What follows belongs to an exercise in optimizing a design on an open flow for small area; a production flow would make more cautious choices.
In this exercise RTL edits were held to simulation tests only and were not proved equivalent to the original.
Power and IR drop assume default switching activity.

[flow/run.sh]
#!/bin/bash
# Layout flow: the standard flow (standard synthesis unchanged), with
#  * port buffers of the smallest buffer cell instead of the resizer's pick,
#  * clock tree synthesis without dummy balancing loads, with clkbuf_8
#    buffers and leaf clusters of up to 14 flip-flops within 80 um.
# make's full output goes to flow.log in this folder; ORFS's per-step logs
# stay under orfs/logs/.
set -euo pipefail
cd "$(dirname "$0")/.."
bash standard.sh \
  "BUFFER_PORTS_ARGS=-buffer_cell sky130_fd_sc_hd__buf_1" \
  "CTS_ARGS=-sink_clustering_enable -repair_clock_nets -dont_use_dummy_load -sink_clustering_size 14 -sink_clustering_max_diameter 80 -buf_list {sky130_fd_sc_hd__clkbuf_8}" \
  finish > flow.log 2>&1
[standard.sh]
#!/bin/bash
# synth_recipe.tcl (not shown) runs the flow's synth.tcl, then flattens the netlist and writes it again
# the make line also repeats each setting of config.mk as NAME=value (left out here)
make -C /OpenROAD-flow-scripts/flow DESIGN_CONFIG=/design/flow/config.mk WORK_HOME=/design/flow/orfs CLKGATE_MAP_FILE= SYNTH_SCRIPT=/design/flow/synth_recipe.tcl "${@:-finish}"
[config.mk]
export PLATFORM = sky130hd
export DESIGN_NAME = id_stage
export DESIGN_NICKNAME = id_stage
export VERILOG_FILES = /design/flow/design.v
export SDC_FILE = /design/flow/constraint.sdc
export NUM_CORES = 4
export LEC_CHECK = 0
export CAP_MARGIN = 10
export CORE_MARGIN = 2
export CORE_UTILIZATION = 40
export SLEW_MARGIN = 10
export SYNTH_HIERARCHICAL = 1
[constraint.sdc]
create_clock -name core_clock -period 5.0 [get_ports {clk}]
set_input_delay 1.0000 -clock core_clock [delete_from_list [all_inputs] [get_ports {clk}]]
set_output_delay 1.0000 -clock core_clock [all_outputs]
set_load 0.01 [all_outputs]
[design.v]
module idst_ao22 (
   input  logic a0, b0, a1, b1,
   output logic y
);
   assign y = (a0 & b0) | (a1 & b1);
endmodule
module idst_aoi222 (
   input  logic a0, b0, a1, b1, a2, b2,
   output logic y
);
   assign y = ~((a0 & b0) | (a1 & b1) | (a2 & b2));
endmodule
module idst_nand4 (
   input  logic [3:0] a,
   output logic       y
);
   assign y = ~&a;
endmodule
module idst_nand3 (
   input  logic [2:0] a,
   output logic       y
);
   assign y = ~&a;
endmodule
module idst_or3 (
   input  logic [2:0] a,
   output logic       y
);
   assign y = |a;
endmodule
module idst_and3 (
   input  logic a, b, c,
   output logic y
);
   assign y = a & b & c;
endmodule
module idst_and2 (
   input  logic a, b,
   output logic y
);
   assign y = a & b;
endmodule
module idst_nand2 (
   input  logic a, b,
   output logic y
);
   assign y = ~(a & b);
endmodule
module idst_ao2111 (
   input  logic       a, b,
   input  logic [2:0] c,
   output logic       y
);
   assign y = (a & b) | (|c);
endmodule
module idst_rdbit #(
   parameter int N = 32
) (
   input  logic [N-1:0] s,
   input  logic [N-1:0] d,
   output logic         y
);
   logic [10:0] g;                            
   logic [2:0]  h;
   for (genvar k = 0; k < 10; k++) begin : grp
      idst_aoi222 u (.a0(s[3*k]), .b0(d[3*k]), .a1(s[3*k+1]), .b1(d[3*k+1]),
                     .a2(s[3*k+2]), .b2(d[3*k+2]), .y(g[k]));
   end
   idst_nand4 n0 (.a(g[3:0]), .y(h[0]));
   idst_nand4 n1 (.a(g[7:4]), .y(h[1]));
   if (N == 33) begin : n33
      idst_aoi222 u (.a0(s[30]), .b0(d[30]), .a1(s[31]), .b1(d[31]),
                     .a2(s[32]), .b2(d[32]), .y(g[10]));
      idst_nand3 n2 (.a(g[10:8]), .y(h[2]));
      idst_or3   o  (.a(h),       .y(y));
   end else begin : n32
      idst_nand2 u (.a(s[30]), .b(d[30]), .y(g[10]));
      idst_nand3 n2 (.a(g[10:8]), .y(h[2]));
      idst_ao2111 o (.a(s[31]), .b(d[31]), .c(h), .y(y));
   end
endmodule
module id_stage (
   input  logic        clk,
   input  logic        rst_n,
   input  logic        InValid,
   output logic        InReady,
   input  logic [31:0] Instr,
   input  logic        WbEn,
   input  logic [4:0]  WbAddr,
   input  logic [31:0] WbData,
   output logic        OutValid,
   input  logic        OutReady,
   output logic [31:0] InputA,
   output logic [31:0] InputB,
   output logic [2:0]  ALUop,
   output logic [4:0]  OutRd,
   output logic        OutWrEn
);
   logic [2:0]  op;
   logic [4:0]  rd, rs, rt;
   logic        is_nop, is_imm, is_reg;
   assign op     = Instr[31:29];
   assign rd     = Instr[28:24];
   assign rs     = Instr[23:19];
   assign rt     = Instr[18:14];
   assign is_nop = (op[2:1] == 2'b00);
   assign is_imm = (op[2:1] == 2'b11);
   assign is_reg = !is_nop && !is_imm;
   logic valid_q;
   logic hold;
   assign InReady = !valid_q || OutReady;
   assign hold    = !InReady;
   always_ff @(posedge clk or negedge rst_n) begin
      if (!rst_n)       valid_q <= 1'b0;
      else if (InReady) valid_q <= InValid;
   end
   logic [31:0] rf_q [32];    
   logic [31:0] rf_d [32];
   logic [31:1] rv_q;         
   logic [31:1] wsel, wkeep, wsel_h, wkeep_h;
   logic [3:0] whi;
   logic [7:0] wlo;
   always_comb begin
      for (int j = 0; j < 4; j++) whi[j] = WbEn && (WbAddr[4:3] == 2'(j));
      for (int k = 0; k < 8; k++) wlo[k] = (WbAddr[2:0] == 3'(k));
   end
   for (genvar i = 1; i < 32; i++) begin : wdec
      idst_and2  s0 (.a(whi[i/8]), .b(wlo[i%8]), .y(wsel[i]));
      idst_and2  s1 (.a(whi[i/8]), .b(wlo[i%8]), .y(wsel_h[i]));
      idst_nand2 k0 (.a(whi[i/8]), .b(wlo[i%8]), .y(wkeep[i]));
      idst_nand2 k1 (.a(whi[i/8]), .b(wlo[i%8]), .y(wkeep_h[i]));
   end
   always_ff @(posedge clk or negedge rst_n) begin
      if (!rst_n) rv_q <= '0;
      else        rv_q <= rv_q | wsel;
   end
   for (genvar i = 1; i < 32; i++) begin : row
      for (genvar b = 0; b < 32; b++) begin : col
         if (b < 16) begin : lo
            idst_ao22 wr (.a0(wsel[i]), .b0(WbData[b]), .a1(wkeep[i]), .b1(rf_q[i][b]),
                          .y(rf_d[i][b]));
         end else begin : hi
            idst_ao22 wr (.a0(wsel_h[i]), .b0(WbData[b]), .a1(wkeep_h[i]), .b1(rf_q[i][b]),
                          .y(rf_d[i][b]));
         end
      end
      always_ff @(posedge clk) rf_q[i] <= rf_d[i];
   end
   logic [31:1] sel_a, sel_b, sel_a_h, sel_b_h;
   logic        imm_en;
   logic [3:0] ahi, bhi;
   logic [7:0] alo, blo;
   always_comb begin
      for (int j = 0; j < 4; j++) begin
         ahi[j] = (rs[4:3] == 2'(j)) && !is_nop && InReady;
         bhi[j] = (rt[4:3] == 2'(j)) && is_reg  && InReady;
      end
      for (int k = 0; k < 8; k++) begin
         alo[k] = (rs[2:0] == 3'(k));
         blo[k] = (rt[2:0] == 3'(k));
      end
   end
   for (genvar i = 1; i < 32; i++) begin : rsel
      idst_and3 ua  (.a(ahi[i/8]), .b(alo[i%8]), .c(rv_q[i]), .y(sel_a[i]));
      idst_and3 ub  (.a(bhi[i/8]), .b(blo[i%8]), .c(rv_q[i]), .y(sel_b[i]));
      idst_and3 uah (.a(ahi[i/8]), .b(alo[i%8]), .c(rv_q[i]), .y(sel_a_h[i]));
      idst_and3 ubh (.a(bhi[i/8]), .b(blo[i%8]), .c(rv_q[i]), .y(sel_b_h[i]));
   end
   assign imm_en = is_imm && InReady;
   logic [31:0] a_q, b_q, a_d, b_d;
   for (genvar b = 0; b < 32; b++) begin : rdp
      logic [31:0] da, db;
      logic [32:0] sb, dbx;
      for (genvar i = 1; i < 32; i++) begin : r
         assign da[i-1] = rf_q[i][b];
      end
      assign da[31] = a_q[b];
      logic [31:1] sa, sbr;
      assign sa     = (b < 16) ? sel_a : sel_a_h;
      assign sbr    = (b < 16) ? sel_b : sel_b_h;
      assign sb     = {imm_en, hold, sbr};
      assign dbx    = {Instr[b < 14 ? b : 13], b_q[b], da[30:0]};
      idst_rdbit #(.N(32)) ua (.s({hold, sa}), .d(da),  .y(a_d[b]));
      idst_rdbit #(.N(33)) ub (.s(sb),            .d(dbx), .y(b_d[b]));
   end
   always_ff @(posedge clk) begin
      a_q <= a_d;
      b_q <= b_d;
   end
   logic [2:0] op_q, op_d;
   logic [4:0] rd_q, rd_d;
   logic       ld_rd;
   assign ld_rd = InReady && !is_nop;
   for (genvar k = 0; k < 3; k++) begin : opb
      idst_ao22 u (.a0(InReady), .b0(op[k]), .a1(hold), .b1(op_q[k]), .y(op_d[k]));
   end
   for (genvar k = 0; k < 5; k++) begin : rdb
      idst_ao22 u (.a0(ld_rd), .b0(rd[k]), .a1(hold), .b1(rd_q[k]), .y(rd_d[k]));
   end
   always_ff @(posedge clk) begin
      op_q <= op_d;
      rd_q <= rd_d;
   end
   assign OutValid = valid_q;
   assign InputA   = a_q;
   assign InputB   = b_q;
   assign ALUop    = op_q;
   assign OutRd    = rd_q;
   assign OutWrEn  = |rd_q;
endmodule
==> results of run 1 <==
modules after synthesis (local to each module, per instance), a selection:
| module | flops+latches | area [um^2] | times used |
|---|---|---|---|
| id_stage | 1096 | 22900 | 1 |
| idst_ao2111 | 0 | 11.3 | 32 |
| idst_aoi222 | 0 | 10.0 | 672 |
| idst_ao22 | 0 | 8.76 | 1000 |
| idst_and2 | 0 | 6.26 | 62 |
| idst_and3 | 0 | 6.26 | 124 |
| idst_nand4 | 0 | 6.26 | 128 |
| idst_or3 | 0 | 6.26 | 32 |
| idst_nand3 | 0 | 5.00 | 64 |
| idst_nand2 | 0 | 3.75 | 94 |
per-layer routing:
layer,share of wire [%],GRT usage [%]
met1,40,44.2
met2,41,44.9
met4,5.9,16.2
met3,13,7.66
met5,0.060,0
worst reg2reg max path: cells and delay by family (launching register included):
kind / cells / cell delay (ns)
buffers and inverters: 1 / 0.49
and+or+nand+nor: 4 / 1.66
DFF: 1 / 0.35
AOI/OAI and AO/OA: 2 / 1.05
registers in the layout, indices dropped and copies added, names as in the netlist:
signal	cells
rv_q	31
a_q	32
valid_q	1
rf_q	992
op_q	3
rd_q	5
b_q	32
logic make-up (layout without fill, tap and decap cells):
family	after synthesis	in the layout	synth area share [%]
flip-flops	1096	1096	53.1
other	0	6	0
AO/OA/AOI/OAI	1704	1704	38.1
AND/OR/NAND/NOR	582	582	8.07
buffers and inverters	36	286	0.632
adder cells (fa/ha/maj)	2	2	0.0602
area by class of cell:
type                       instances  area [um^2]
antenna                            6         15.0
clock buffer                      88         1210
fill                            9774        58000
inverter                           3         11.3
multi-input combinational       2288        19300
sequential                      1096        22100
tap                             1380         1730
timing repair buffer             195          950
path summary, 6_finish.rpt:
check	to
max reg2reg	a_q[21]$_DFF_P_
min	rv_q[10]$_DFF_PN0_
max in group asynchronous	rv_q[13]$_DFF_PN0_
max	a_q[21]$_DFF_P_
min in group core_clock	rd_q[4]$_DFF_P_
min reg2reg	op_q[0]$_DFF_P_
power breakdown:
group	internal (W)	switching (W)	total, W
registers	0.0104	0.00155	0.0120
clock network	0.00158	0.00294	0.00452
logic	0.00122	0.000939	0.00216
cell usage in the layout (no fill, tap or decap):
cell type  instances
and3b_1            8
a22o_1          1000
and4bb_2           2
dfrtp_1           32
buf_1            115
nor3b_1            6
nand3_1           64
clkbuf_8          88
a2111o_1          32
nor3_2             1
and2_1            62
buf_4             47
nor2b_4            1
nor2_1             3
ha_1               2
inv_1              3
clkbuf_2          33
nor4b_2            3
nor2_2             2
diode_2            6
or2_2             32
and3_1           128
nor4_2             1
or3_1             32
and2b_2            1
dfxtp_1         1064
nor3b_2            5
nand4_1          128
nand2_1           99
nor3_1             4
a222oi_1         672
through the flow:
| step | power (W) | instance area [um^2] | worst slack, ns |
|---|---|---|---|
| after floorplan | 0.0131 | 41600 | 1.71 |
| after global placement | 0.0141 | 44100 | 0.722 |
| after detailed placement | 0.0142 | 44100 | 0.707 |
| after CTS | 0.0186 | 45300 | 1.38 |
| after global routing | 0.0193 | 45300 | 1.24 |
| final | 0.0187 | 45300 | 1.32 |
==> summary.md, run 1 <==
| Metric | Value |
|---|---|
| Initial drt markers | `10,175` |
| Top cells by area, synth | `dfxtp_1 (51%), a22o_1 (21%), a222oi_1 (16%)` |
| GP Congestion | `0.947` |
| Row count | `118` |
| Layout cells sized above 1 | `5.89%` |
| Pwr Density | `412 nW/um^2` |
| Number of synthesized flops with an enable pin | `0` |
| Max Slew Vio Count | `0` |
| Unrepaired setup endpoints after global routing | `no` |
| I/O Buffers | `148` |
| Cells along the critical path | `nor2b_4 -> buf_4 -> and4bb_2 -> and3_1 -> a222oi_1 -> nand4_1 -> a2111o_1` |
| FFs w/ async S/R, synth | `2.92%` |
| TritonCTS clock tree | `done` |
| Final hold viol count | `0` |
| Htree depth | `3` |
| Antenna viol nets, final | `0` |
| Largest net degree at the start of global routing | `50` |
| Crit. path cell count | `7` |
| Post-Syn Nets | `3,496` |
| Core area | `103,000 um^2` |
| Endpoints failing setup | `0` |
| Unique masters post-synth | `25` |
| Tmin final | `3.68 ns` |
| DR pass1 iterations | `14` |
| Boundary Pins | `149` |
| Crit path max-delay family | `simple AND/OR/NAND/NOR gates` |
| First-pass GRT wire length | `256,000 um` |
| R2r startpoint | `valid_q$_DFFE_PN0P_` |
| Rel. slew slack | `12.0%` |
| Syn avg cell area | `12.2 um^2` |
| R2R depth | `7` |
| FF+latch count, synth | `1,096` |
| Post-synth top cells | `dfxtp_1 (1,064), a22o_1 (1,000), a222oi_1 (672), and3_1 (128), nand4_1 (128)` |
| Clock transition at path regs | `0.10 ns` |
| Hold-fix buffer count after cts | `0` |
| Via density | `7.78` |
| Starting density of the core | `40.2%` |
| Grt total ovfl | `0` |
| Cell with the most instances after synthesis | `dfxtp_1` |
| Period utilisation layout | `73.7%` |
| Post-CTS Setup Inserts | `0` |
| Startpoint Class | `register` |
| HPWL after DPL | `115,000 um` |
| Post-Route WL | `179,000 um` |
| Area Overhead vs Synth | `8.92%` |
| Synthesized area | `41,600 um^2` |
| YS warnings | `10` |
| CP Class | `register to register` |
| DIE AREA | `107,000 um^2` |
| Synth Instances | `3,420` |
| Max FO, Critical Path | `24` |
| Number of global-route vias before repair | `36,105` |
| Max IR drop VDD | `0.218 mV` |
| Post-Layout Cell Count | `5,056` |
| Top_reg_cell synth | `dfxtp_1` |
| Max clock buf depth | `3` |
| Sequential area share after synthesis | `53.1%` |
| Detailed-route wire length per cell | `35.4 um` |
| Leakage | `18.3 nW` |
| Number of max-cap violations | `0` |
| Worst hold path class | `primary input to asynchronous set/reset pin` |
| Arr. time, crit path | `4.29 ns` |
| Synth area leader | `dfxtp_1` |
| Initial antenna violation count | `13` |
| DRC viols | `0` |
| FF-to-FF setup slack | `1.32 ns` |
| CTS Buf Count | `88` |
| Fmax | `272 MHz` |
| Slowest cell on crit path | `a222oi_1` |
| Worst Tran Pin Value | `1.32 ns` |
| # nets final | `3,748` |
| Post-CTS Resized | `0` |
| Critical path required time | `5.61 ns` |
| Max stage delay on crit path | `0.62 ns` |
| Die Span Y | `326 um` |
| Setup crit end kind | `register` |
| Routed via count | `39,340` |
| Die Width | `326 um` |
| Final core utilization | `43.8%` |
| Yosys top cell area share | `51.2%` |
| Final Skew | `0.0686 ns` |
| Critical path startpoint | `valid_q$_DFFE_PN0P_` |
| Worst Hold Margin | `0.354 ns` |
| Total Routing Usage GR | `31.6%` |
| Root Driver | `clkbuf_8` |
| Setup TNS | `0 ns` |
| Later-pin clock latency in the skew report | `0.78 ns` |
| Clk sinks | `1,096` |
| Dpl cells | `4,962` |
| Status | `no timing/DRC/antenna violations` |
| WP buf/inv | `1` |
==> run 2, diff against run 1 <==
==> flow/run.sh (replaced) <==
#!/bin/bash
# Layout flow: the standard flow (standard synthesis unchanged), with
#  * port buffers of the smallest buffer cell instead of the resizer's pick,
#  * clock tree synthesis without dummy balancing loads, with clkbuf_8
#    buffers and leaf clusters of up to 16 flip-flops within 70 um.
# make's full output goes to flow.log in this folder; ORFS's per-step logs
# stay under orfs/logs/.
set -euo pipefail
cd "$(dirname "$0")/.."
bash standard.sh \
  "BUFFER_PORTS_ARGS=-buffer_cell sky130_fd_sc_hd__buf_1" \
  "CTS_ARGS=-sink_clustering_enable -repair_clock_nets -dont_use_dummy_load -sink_clustering_size 16 -sink_clustering_max_diameter 70 -buf_list {sky130_fd_sc_hd__clkbuf_8}" \
  finish > flow.log 2>&1
==> run 2 against run 1 <==
Effect of this change: flip-flop and latch count is the same; synthesized cell count unchanged; clock-buffer cell count down 7; critical endpoint is now InReady; largest power group unchanged.
==> summary.md, run 2 <==
| Metric | Value |
|---|---|
| Status | `no timing/DRC/antenna violations` |
| Setup TNS | `0 ns (unchanged)` |
| DIE AREA | `107,000 um^2 (unchanged)` |
| Final core utilization | `43.7% (-0.098 points)` |
| Total Routing Usage GR | `31.5% (about the same)` |
| CP Class | `register to primary output` |
| Sequential area share after synthesis | `53.1% (unchanged)` |
| Post-CTS Resized | `0 (unchanged)` |
| R2R depth | `7 (unchanged)` |
| DRC viols | `0 (unchanged)` |
| Most frequent cells in the layout | `dfxtp_1 (1,064), a22o_1 (1,000), a222oi_1 (672)` |
| Final hold viol count | `0 (unchanged)` |
| Pwr Density | `409 nW/um^2 (-0.69%)` |
| # nets final | `3,741 (-0.19%)` |
| Critical path required time | `4.00 ns (-1.61 ns)` |
| Detailed-route wire length per cell | `35.4 um (about the same)` |
| Tmin final | `3.60 ns (-0.0793 ns)` |
| Rel. slew slack | `8.56% (-3.4 points)` |
| Worst hold path class | `primary input to asynchronous set/reset pin` |
| Commonest non-fill, non-tap cell in the layout | `dfxtp_1` |
| CTS Buf Count | `81 (-8.0%)` |
| Hold-fix buffer count after cts | `0 (unchanged)` |
| Max stage delay on crit path | `0.54 ns (-0.08 ns)` |
| Initial antenna violation count | `13 (unchanged)` |
| Via density | `7.78 (about the same)` |
| Clock transition at path regs | `0.11 ns (about the same)` |
| Largest register FFs | `992 (unchanged)` |
| Max Slew Vio Count | `0 (unchanged)` |
| Setup crit end kind | `primary output` |
| Grt total ovfl | `0 (unchanged)` |
| Arr. time, crit path | `2.60 ns (-1.69 ns)` |
| Synth Instances | `3,420 (unchanged)` |
| Syn avg cell area | `12.2 um^2 (unchanged)` |
| Row count | `118 (unchanged)` |
| Cell mode on critical path | `buf_4` |
| Layout cells sized above 1 | `5.71% (-0.18 points)` |
| Post-Layout Cell Count | `5,047 (-0.18%)` |
| R2r startpoint | `valid_q$_DFFE_PN0P_` |
| Post-route design area | `45,200 um^2 (-0.22%)` |
| GP Congestion | `0.947 (unchanged)` |
| DR pass1 iterations | `14 (unchanged)` |
| Startpoint Class | `register` |
| Area Overhead vs Synth | `8.68%` |
| Synthesized area | `41,600 um^2 (unchanged)` |
| Largest net degree at the start of global routing | `50 (unchanged)` |
| Root Driver | `clkbuf_8` |
| Max IR drop VDD | `0.238 mV (+9.2%)` |
| Later-pin clock latency in the skew report | `0.76 ns (-0.02 ns)` |
| Largest registers | `rf_q (992), a_q (32), b_q (32)` |
| Boundary Pins | `149 (unchanged)` |
| Number of synthesized flops with an enable pin | `0 (unchanged)` |
| Leakage | `18.2 nW (-0.28%)` |
| Fmax | `277 MHz (+2.2%)` |
| Top_reg_cell synth | `dfxtp_1` |
| R2r endpoint | `a_q[21]$_DFF_P_` |
| Starting density of the core | `40.2% (unchanged)` |
| Max FO, Critical Path | `49 (+100%)` |
| Htree depth | `3 (unchanged)` |
| Most flops, register | `rf_q` |
| Die Width | `326 um (unchanged)` |
| Unrepaired setup endpoints after global routing | `no` |
| First-pass GRT wire length | `255,000 um (-0.11%)` |
| Endpoints failing setup | `0 (unchanged)` |
| Post-CTS Setup Inserts | `0 (unchanged)` |
| Number of global-route vias before repair | `35,891 (-0.59%)` |
| Routed via count | `39,270 (-0.18%)` |
| Yosys top cell area share | `51.2% (unchanged)` |
| Post-synth top cells | `dfxtp_1 (1,064), a22o_1 (1,000), a222oi_1 (672), and3_1 (128), nand4_1 (128)` |
| Initial drt markers | `10,727 (+5.4%)` |
| Post-Route WL | `179,000 um (-0.13%)` |
| Top cells by area, synth | `dfxtp_1 (51%), a22o_1 (21%), a222oi_1 (16%)` |
| I/O Buffers | `148 (unchanged)` |
| Worst Tran Pin Value | `1.37 ns (+0.0509 ns)` |
| Unique masters post-synth | `25 (unchanged)` |
| Cell with the most instances after synthesis | `dfxtp_1` |
| Final Skew | `0.0698 ns (+0.00118 ns)` |
| Max clock buf depth | `3 (unchanged)` |
| Synth area leader | `dfxtp_1` |
| Placed inst area | `44,100 um^2 (unchanged)` |
| Post-Syn Nets | `3,496 (unchanged)` |
| Clk sinks | `1,096 (unchanged)` |
| Number of max-cap violations | `0 (unchanged)` |
| Antenna viol nets, final | `0 (unchanged)` |
| FFs w/ async S/R, synth | `2.92% (unchanged)` |
| TritonCTS clock tree | `done` |
| Dpl cells | `4,962 (unchanged)` |
| FF-to-FF setup slack | `1.42 ns (+0.10 ns)` |
| YS warnings | `10 (unchanged)` |
| Core area | `103,000 um^2 (unchanged)` |
| Die Span Y | `326 um (unchanged)` |
| Cells along the critical path | `nor2b_4 -> buf_4 -> buf_4 -> inv_1 -> buf_1` |
| HPWL after DPL | `115,000 um (unchanged)` |
| Slowest cell on crit path | `buf_4` |
| FF+latch count, synth | `1,096 (unchanged)` |
| Period utilisation layout | `72.1% (-1.6 points)` |
## run 2: cell counts after synthesis
Identical to the previous run, type by type.
## run 2: modules after synthesis, one instance, submodules excluded, a selection
module / area, um^2 / cells inside / flip-flops and latches / times used
idst_and3: 6.26 / 1 / 0 / 124
idst_aoi222: 10.0 / 1 / 0 / 672
idst_ao22: 8.76 / 1 / 0 / 1000
idst_ao2111: 11.3 / 1 / 0 / 32
id_stage: 22900 / 1212 / 1096 / 1
idst_nand4: 6.26 / 1 / 0 / 128
idst_or3: 6.26 / 1 / 0 / 32
idst_nand2: 3.75 / 1 / 0 / 94
## run 2: logic make-up (layout without fill, tap and decap cells)
logic type / count (synthesis) / count (layout) / synth area share, %
flops: 1096 / 1096 / 53.1
other cells: 0 / 4 / 0
compound gates: 1704 / 1704 / 38.1
fa+ha+maj: 2 / 2 / 0.0602
simple gates: 582 / 582 / 8.07
buf+inv: 36 / 279 / 0.632
## run 2: through the flow
step           total power (W)  worst slack, ns  hold WS [ns]
6_report                0.0185             1.40         0.377
5_1_grt                 0.0192             1.26         0.402
4_1_cts                 0.0184             1.37         0.329
3_5_place_dp            0.0142            0.707         0.455
3_3_place_gp            0.0141            0.722         0.451
2_1_floorplan           0.0131             1.71         0.444
## run 2: how the worst max path moves through the flow
stage,startpoint,endpoint,depth (start not counted)
6_report,valid_q$_DFFE_PN0P_,InReady,5
5_1_grt,valid_q$_DFFE_PN0P_,InReady,5
2_1_floorplan,WbAddr[4],rf_q[1][0]$_DFF_P_,3
4_1_cts,valid_q$_DFFE_PN0P_,InReady,5
3_5_place_dp,OutReady,a_q[21]$_DFF_P_,8
3_3_place_gp,OutReady,a_q[21]$_DFF_P_,8
## run 2: area by class of cell
type | count | area [um^2]
inverters | 3 | 11.3
multi-input cells | 2288 | 19300
repair buffers | 195 | 950
fillers | 9782 | 58100
flip-flops and latches | 1096 | 22100
clock buffers | 81 | 1110
well taps | 1380 | 1730
diodes | 4 | 10.0
## run 2: where the power goes
part | total, W | internal, W | switching, W
clock network | 0.00435 | 0.00146 | 0.00289
registers | 0.0120 | 0.0104 | 0.00155
logic | 0.00216 | 0.00122 | 0.000939
total | 0.0185 | 0.0131 | 0.00538
## run 2: metal layers
metal,track usage (%),vias to the layer above,wire length [um]
met5,0,-,119
met4,15.7,18,10500
met3,7.66,544,23500
met2,44.9,3274,73600
met1,44.3,19327,70900
li1,-,16107,-
## run 2: worst max-delay path: cells and delay by family, from the launching register on
family | cells | cell delay, ns
buf+inv | 4 | 1.09
flops | 1 | 0.36
simple gates | 1 | 0.41

## separate check: timing with driven ports
How much do the figures lean on ideal ports? The routed layouts below were timed once more, with nothing changed but the port constraints. Step 1, drivers: a clkbuf_16 drives clk and a buf_2 each remaining input, both assumed. Step 2 adds t to the input delays and takes it off the output delays; t is the mean of the earliest and latest rising clock arrival at the registers after step 1. Input paths then give back, and output paths get back, about the clock's delay inside the block. a / b / c = ideal ports / drivers / drivers and shift; a / b = the first two.
run | t, ns | setup slack, ns | worst register clock-pin slew, ns
run 1 | 0.817 | 1.317 / 1.317 / 0.581 | 0.11 / 0.11
run 2 | 0.796 | 1.396 / 1.329 / 0.686 | 0.11 / 0.11
After both steps every run listed still meets setup and hold. For run 1, which loses most, drivers alone change the setup slack by 0.000 ns; drivers and shift together by -0.736 ns.
